What follows belongs to an exercise in optimizing a design on an open flow for small area, a short achievable clock period and few clock cycles; a production flow would make more cautious choices. The RTL was checked by simulation tests, not by an equivalence proof against the original design.

==> flow/design.v <==
module alu_arbiter #(
  parameter int MUL_LAT = 3
) (
  input  logic        clk,
  input  logic        reset,
  input  logic        i_reqA_valid,
  input  logic        i_reqB_valid,
  output logic        o_reqA_ready,
  output logic        o_reqB_ready,
  input  logic [31:0] i_reqA_op1,
  input  logic [31:0] i_reqA_op2,
  input  logic [31:0] i_reqB_op1,
  input  logic [31:0] i_reqB_op2,
  input  logic [3:0]  i_reqA_sel,
  input  logic [3:0]  i_reqB_sel,
  output logic        o_rsp_valid,
  input  logic        i_rsp_ready,
  output logic        o_rsp_id,
  output logic [31:0] o_rsp_data,
  output logic        o_rsp_zflag,
  output logic        o_busy
);
  localparam logic [1:0] S_IDLE = 2'd0;
  localparam logic [1:0] S_EXEC = 2'd1;
  localparam logic [1:0] S_RESP = 2'd2;
  localparam logic [3:0] OP_AND = 4'b0000;
  localparam logic [3:0] OP_OR  = 4'b0001;
  localparam logic [3:0] OP_ADD = 4'b0010;
  localparam logic [3:0] OP_MUL = 4'b0011;
  localparam logic [3:0] OP_SUB = 4'b0110;
  localparam logic [3:0] OP_SLT = 4'b0111;
  localparam logic [3:0] MUL_CNT = 4'(MUL_LAT - 1);
  logic [1:0]  state;
  logic        last_b;       
  logic [31:0] op1_q;
  logic [31:0] op2_q;
  logic [3:0]  sel_q;
  logic        id_q;
  logic [3:0]  cnt;
  logic        grant_b;
  logic        in_idle;
  logic        accept;
  logic [3:0]  req_sel;
  logic [31:0] alu_res;
  always_comb begin
    grant_b = 1'b0;
    if (i_reqA_valid && i_reqB_valid) begin
      grant_b = ~last_b;
    end else begin
      grant_b = i_reqB_valid;
    end
  end
  assign in_idle      = (state == S_IDLE) && !reset;
  assign o_reqA_ready = in_idle && i_reqA_valid && !grant_b;
  assign o_reqB_ready = in_idle && i_reqB_valid && grant_b;
  assign accept       = o_reqA_ready || o_reqB_ready;
  assign req_sel      = grant_b ? i_reqB_sel : i_reqA_sel;
  assign o_busy       = (state != S_IDLE);
  always_comb begin
    alu_res = 32'h0;
    case (sel_q)
      OP_AND:  alu_res = op1_q & op2_q;
      OP_OR:   alu_res = op1_q | op2_q;
      OP_ADD:  alu_res = op1_q + op2_q;
      OP_SUB:  alu_res = op1_q - op2_q;
      OP_SLT:  alu_res = {31'b0, (op1_q < op2_q)};
      OP_MUL:  alu_res = op1_q * op2_q;
      default: alu_res = 32'h0;
    endcase
  end
  always_ff @(posedge clk or posedge reset) begin
    if (reset) begin
      state       <= S_IDLE;
      last_b      <= 1'b1;
      op1_q       <= 32'h0;
      op2_q       <= 32'h0;
      sel_q       <= 4'h0;
      id_q        <= 1'b0;
      cnt         <= 4'h0;
      o_rsp_valid <= 1'b0;
      o_rsp_id    <= 1'b0;
      o_rsp_data  <= 32'h0;
      o_rsp_zflag <= 1'b1;
    end else begin
      case (state)
        S_IDLE: begin
          if (accept) begin
            op1_q  <= grant_b ? i_reqB_op1 : i_reqA_op1;
            op2_q  <= grant_b ? i_reqB_op2 : i_reqA_op2;
            sel_q  <= req_sel;
            id_q   <= grant_b;
            last_b <= grant_b;
            cnt    <= (req_sel == OP_MUL) ? MUL_CNT : 4'h0;
            state  <= S_EXEC;
          end
        end
        S_EXEC: begin
          if (cnt == 4'h0) begin
            o_rsp_data  <= alu_res;
            o_rsp_zflag <= (alu_res == 32'h0);
            o_rsp_id    <= id_q;
            state       <= S_RESP;
          end else begin
            cnt <= cnt - 4'h1;
          end
        end
        S_RESP: begin
          if (!o_rsp_valid) begin
            o_rsp_valid <= 1'b1;
          end else if (i_rsp_ready) begin
            o_rsp_valid <= 1'b0;
            state       <= S_IDLE;
          end
        end
        default: state <= S_IDLE;
      endcase
    end
  end
endmodule
==> flow/run.sh <==
#!/bin/bash
# synth_recipe.tcl (not shown) runs the flow's synth.tcl, then flattens the netlist and writes it again
# the make line also repeats each setting of config.mk as NAME=value (left out here)
make -C /OpenROAD-flow-scripts/flow DESIGN_CONFIG=/design/flow/config.mk WORK_HOME=/design/flow/orfs CLKGATE_MAP_FILE= SYNTH_SCRIPT=/design/flow/synth_recipe.tcl finish
==> flow/config.mk <==
export PLATFORM = sky130hd
export DESIGN_NAME = alu_arbiter
export DESIGN_NICKNAME = alu_arbiter
export VERILOG_FILES = /design/flow/design.v
export SDC_FILE = /design/flow/constraint.sdc
export NUM_CORES = 4
export LEC_CHECK = 0
export CAP_MARGIN = 20
export CORE_MARGIN = 2
export CORE_UTILIZATION = 40
export SLEW_MARGIN = 20
==> flow/constraint.sdc <==
create_clock -name core_clock -period 9.5 [get_ports {clk}]
set_input_delay 1.9000 -clock core_clock [delete_from_list [all_inputs] [get_ports {clk}]]
set_output_delay 1.9000 -clock core_clock [all_outputs]
set_load 0.01 [all_outputs]
==> results.txt <==
-- final cells by class --
| class | instances | share of cell area |
|---|---|---|
| inverters | 492 | 0.0657 |
| clock buffers | 10 | 0.00849 |
| clock inverters | 6 | 0.00240 |
| repair buffers | 259 | 0.0849 |
| multi-input cells | 2207 | 0.702 |
| well taps | 837 | 0.0372 |
| flip-flops and latches | 111 | 0.0988 |
-- sequential cells by signal, summed over array words and instances, names as in the netlist --
signal and count:
last_b 1, o_rsp_zflag 1, o_rsp_id 1, sel_q 4, id_q 1, o_rsp_valid 1
op2_q 32, o_rsp_data 32, cnt 4, op1_q 32, state 2
-- cells in the mapped netlist, types with 6 or more instances --
cell type,number
inv_1,471
nor2_1,450
fa_1,410
nand2_1,322
ha_1,220
a21oi_1,151
clkbuf_1,118
dfrtp_1,109
mux2i_1,79
xnor2_1,77
o21ai_0,73
nor3_1,28
nand3_1,26
a211oi_1,24
buf_1,23
xor2_1,21
a21o_1,19
o211ai_1,19
mux2_2,18
nor2b_1,18
nand2b_1,17
nor4_1,17
o31ai_1,14
a221oi_1,13
clkinv_1,12
nand4_1,12
o21a_1,11
buf_2,10
o221ai_1,10
inv_2,9
a2111oi_0,8
a211o_1,8
or3_1,8
a31oi_1,7
o21bai_1,7
and2_1,6
o2111ai_1,6
-- per-layer routing --
metal  track usage  share of wire  up-vias
li1              -              -     9657
met1         0.425           0.39    11156
met2         0.525           0.46     1174
met3        0.0559          0.088      270
met4         0.180          0.065        0
met5             0              0        -
-- path summary, 6_finish.rpt --
path                                  end           start  slack, ns
max in group asynchronous       op1_q[10]           reset       6.23
min                        o_rsp_data[19]  o_rsp_data[19]       0.48
min in group asynchronous     o_rsp_valid           reset       1.97
max reg2reg                   o_rsp_zflag       op1_q[15]       0.49
min reg2reg                o_rsp_data[19]  o_rsp_data[19]       0.48
max                           o_rsp_zflag       op1_q[15]       0.49
-- kinds of logic (layout without fill, tap and decap cells) --
kind of cell    Yosys count  after routing
simple gates            938            938
buf+inv                 646            767
fa+ha+maj               630            630
compound gates          443            443
flops                   111            111
xor+xnor                 98             98
mux                      98             98
-- worst max-delay path, stage by stage, from the launching register on --
cell and delay (ns):
dfrtp_1 0.94, clkinv_1 0.54, nor2_1 0.27, fa_1 0.44, inv_1 0.09, fa_1 0.43
fa_1 0.50, fa_1 0.55, inv_1 0.05, fa_1 0.50, inv_1 0.06, fa_1 0.53
inv_1 0.05, fa_1 0.38, fa_1 0.48, ha_1 0.38, and3_1 0.25, a221o_1 0.37
nor4b_1 0.31, a21oi_1 0.22, a211oi_1 0.39, mux2i_1 0.23, nand2_1 0.12, a211o_1 0.26
nor3_1 0.19, nand4_1 0.14, o31ai_2 0.24
-- per-stage QoR --
step | hold slack (ns) | setup slack [ns] | util
detailed placement | 0.465 | 0.622 | 0.451
floorplan | 0.446 | 1.73 | -
CTS | 0.486 | 0.577 | 0.456
finish | 0.481 | 0.489 | 0.456
global route | 0.504 | 0.0796 | 0.456
global placement | 0.463 | 0.766 | 0.451
==> key figures <==
Critical path
  • Critical path capture point type: flop
  • CP Class: reg -> reg
  • WP data arrival: 9.33 ns
  • FF-to-FF path depth: 26
  • Worst Path Max Fanout: 13
  • Required time of the critical path: 9.81 ns
  • Worst Setup Start Kind: flop

Logic synthesis
  • Area share of the largest cell type after synthesis: 0.329
  • Syn. warnings: 1
  • Mux cell area share after synthesis: 0.0407
  • Number of flops mapped to enable cells by yosys: 0
  • Largest area contributor in the netlist: fa_1
  • Seq/Total Area, Yosys: 0.111
  • Simple-gate area share of the yosys netlist: 0.158
  • Most used DFF post-synth: dfrtp_1
  • Post-synthesis area per instance: 8.42 sq um
  • Ranking of synthesized cells by area: fa_1 (33%), ha_1 (11%), dfrtp_1 (11%)
  • Synth Area in XOR/XNOR: 0.0344
  • Synthesized flop and latch total: 111
  • Post-Synth Adder-Cell Area: 0.439
  • Asr flop ratio synth: 1.00
  • Synth unique cells: 89
  • Synth Net Count: 3735
  • Synthesized area: 25000 sq um
  • Main combinational cell family by area after synthesis: adder cells
  • Cell count after synthesis: 2964
  • Fraction of the mapped netlist area in compound gates: 0.118

Clocking
  • TritonCTS Buffers: 9
  • Setup bufs post-CTS: 0
  • Post-CTS resize count: 0
  • CTS root buffer: clkbuf_16
  • Clock Sink Count: 111
  • Hold Buf Count CTS: 0
  • Clk Latency, worst-skew pair: 0.41 ns
  • Max Root-Sink Buffers: 2
  • Reg clk slew, reported paths: 0.08 ns
  • CTS tree: yes
  • Max H-tree Level: 3

Placement
  • Placed instance count: 3906
  • # port buffers: 178
  • Routability Congestion: 0.988
  • Placed inst area: 27800 sq um
  • Post-DP HPWL: 83.4 mm

Die
  • Die Area: 64400 sq um
  • Initial Util: 0.404
  • Die Y: 254 um
  • Die X: 254 um
  • I/O Pins: 179
  • FP Rows: 91
  • Core area: 61700 sq um

Drt
  • Starting DRT DRC Count: 2292
  • Avg Vias per Cell: 5.67
  • DR vias: 22257
  • # DRC: 0
  • DRT Pass-1 Iters: 6
  • Routed wire per std cell: 26.2 um
  • Final WL: 103 mm
  • Post-DRT Antenna Nets: 0

STA
  • Clk_skew: 0.0209 ns
  • Final Setup Violations: 0
  • Period Utilization, post-route: 0.949
  • Hold Fails Final Rpt: 0
  • FMAX: 0.111 GHz
  • Final Max Tran Viols: 0
  • RSZ-0062 raised after global routing: no
  • Setup Total Neg Slack: 0 ns
  • Worst slew margin: 0.267
  • Tmin final: 9.01 ns
  • Worst-Margin Slew: 1.10 ns

GRT
  • Initial antenna violation count: 3
  • GR Util All Layers: 0.329
  • Vias in the first global route: 23474
  • Congestion Overflow GR: 0
  • Largest net degree at the start of global routing: 107
  • Global-route wire length before repair: 153 mm

Layout
  • Most common cell after layout, fill and taps aside: inv_1
  • Filler instances: 6208
  • Non-Filler Instances: 3922
  • Antenna cells: 0
  • Fin area: 28100 sq um
  • Layout cell share with drive strength beyond 1: 0.0532
  • Commonest cells after routing, fill and taps aside: inv_1 (469), nor2_1 (449), fa_1 (410)
  • Nets: 3851
  • Synthesis-to-finish area growth: 12.8%
  • Register area: 2780 sq um
  • Area used by multi-input combinational logic: 19800 sq um

Run
  • Max cap viols: 0

Worst hold path
  • Hold Crit Depth: 1
  • Hold WC Path Type: reg -> reg

Outcome
  • Outcome: timing/DRC/antenna clean
Testbench counts, summed over its fixed seeds: cycles 10,736.

==> re-timing with driven ports <==
How much do the figures lean on ideal ports? The routed layout below was timed once more, with nothing changed but the port constraints. Step 1 (the two cells are an assumption about what drives the block):
set clk [get_ports {clk}]
set_driving_cell -lib_cell sky130_fd_sc_hd__clkbuf_16 $clk
set_driving_cell -lib_cell sky130_fd_sc_hd__buf_2 [delete_from_list [all_inputs] $clk]
Step 2 moves the port delays by t, midway between the first and last clock arrival at a register: inputs arrive t later, outputs are due t later. That takes back most of the time a late clock gives input paths. Slacks: no drivers / after step 1 / after step 2; pairs: no drivers / after step 1.
t (ns): 0.456
setup WS [ns]: 0.489 / 0.489 / 0.489
hold slack, ns: 0.481 / 0.481 / 0.481
worst setup path at the end: register to register
worst register clock-pin slew, ns: 0.10 / 0.10
After both steps this run still meets setup and hold. For this run, drivers alone change the setup slack by 0.000 ns; drivers and shift together by 0.000 ns.
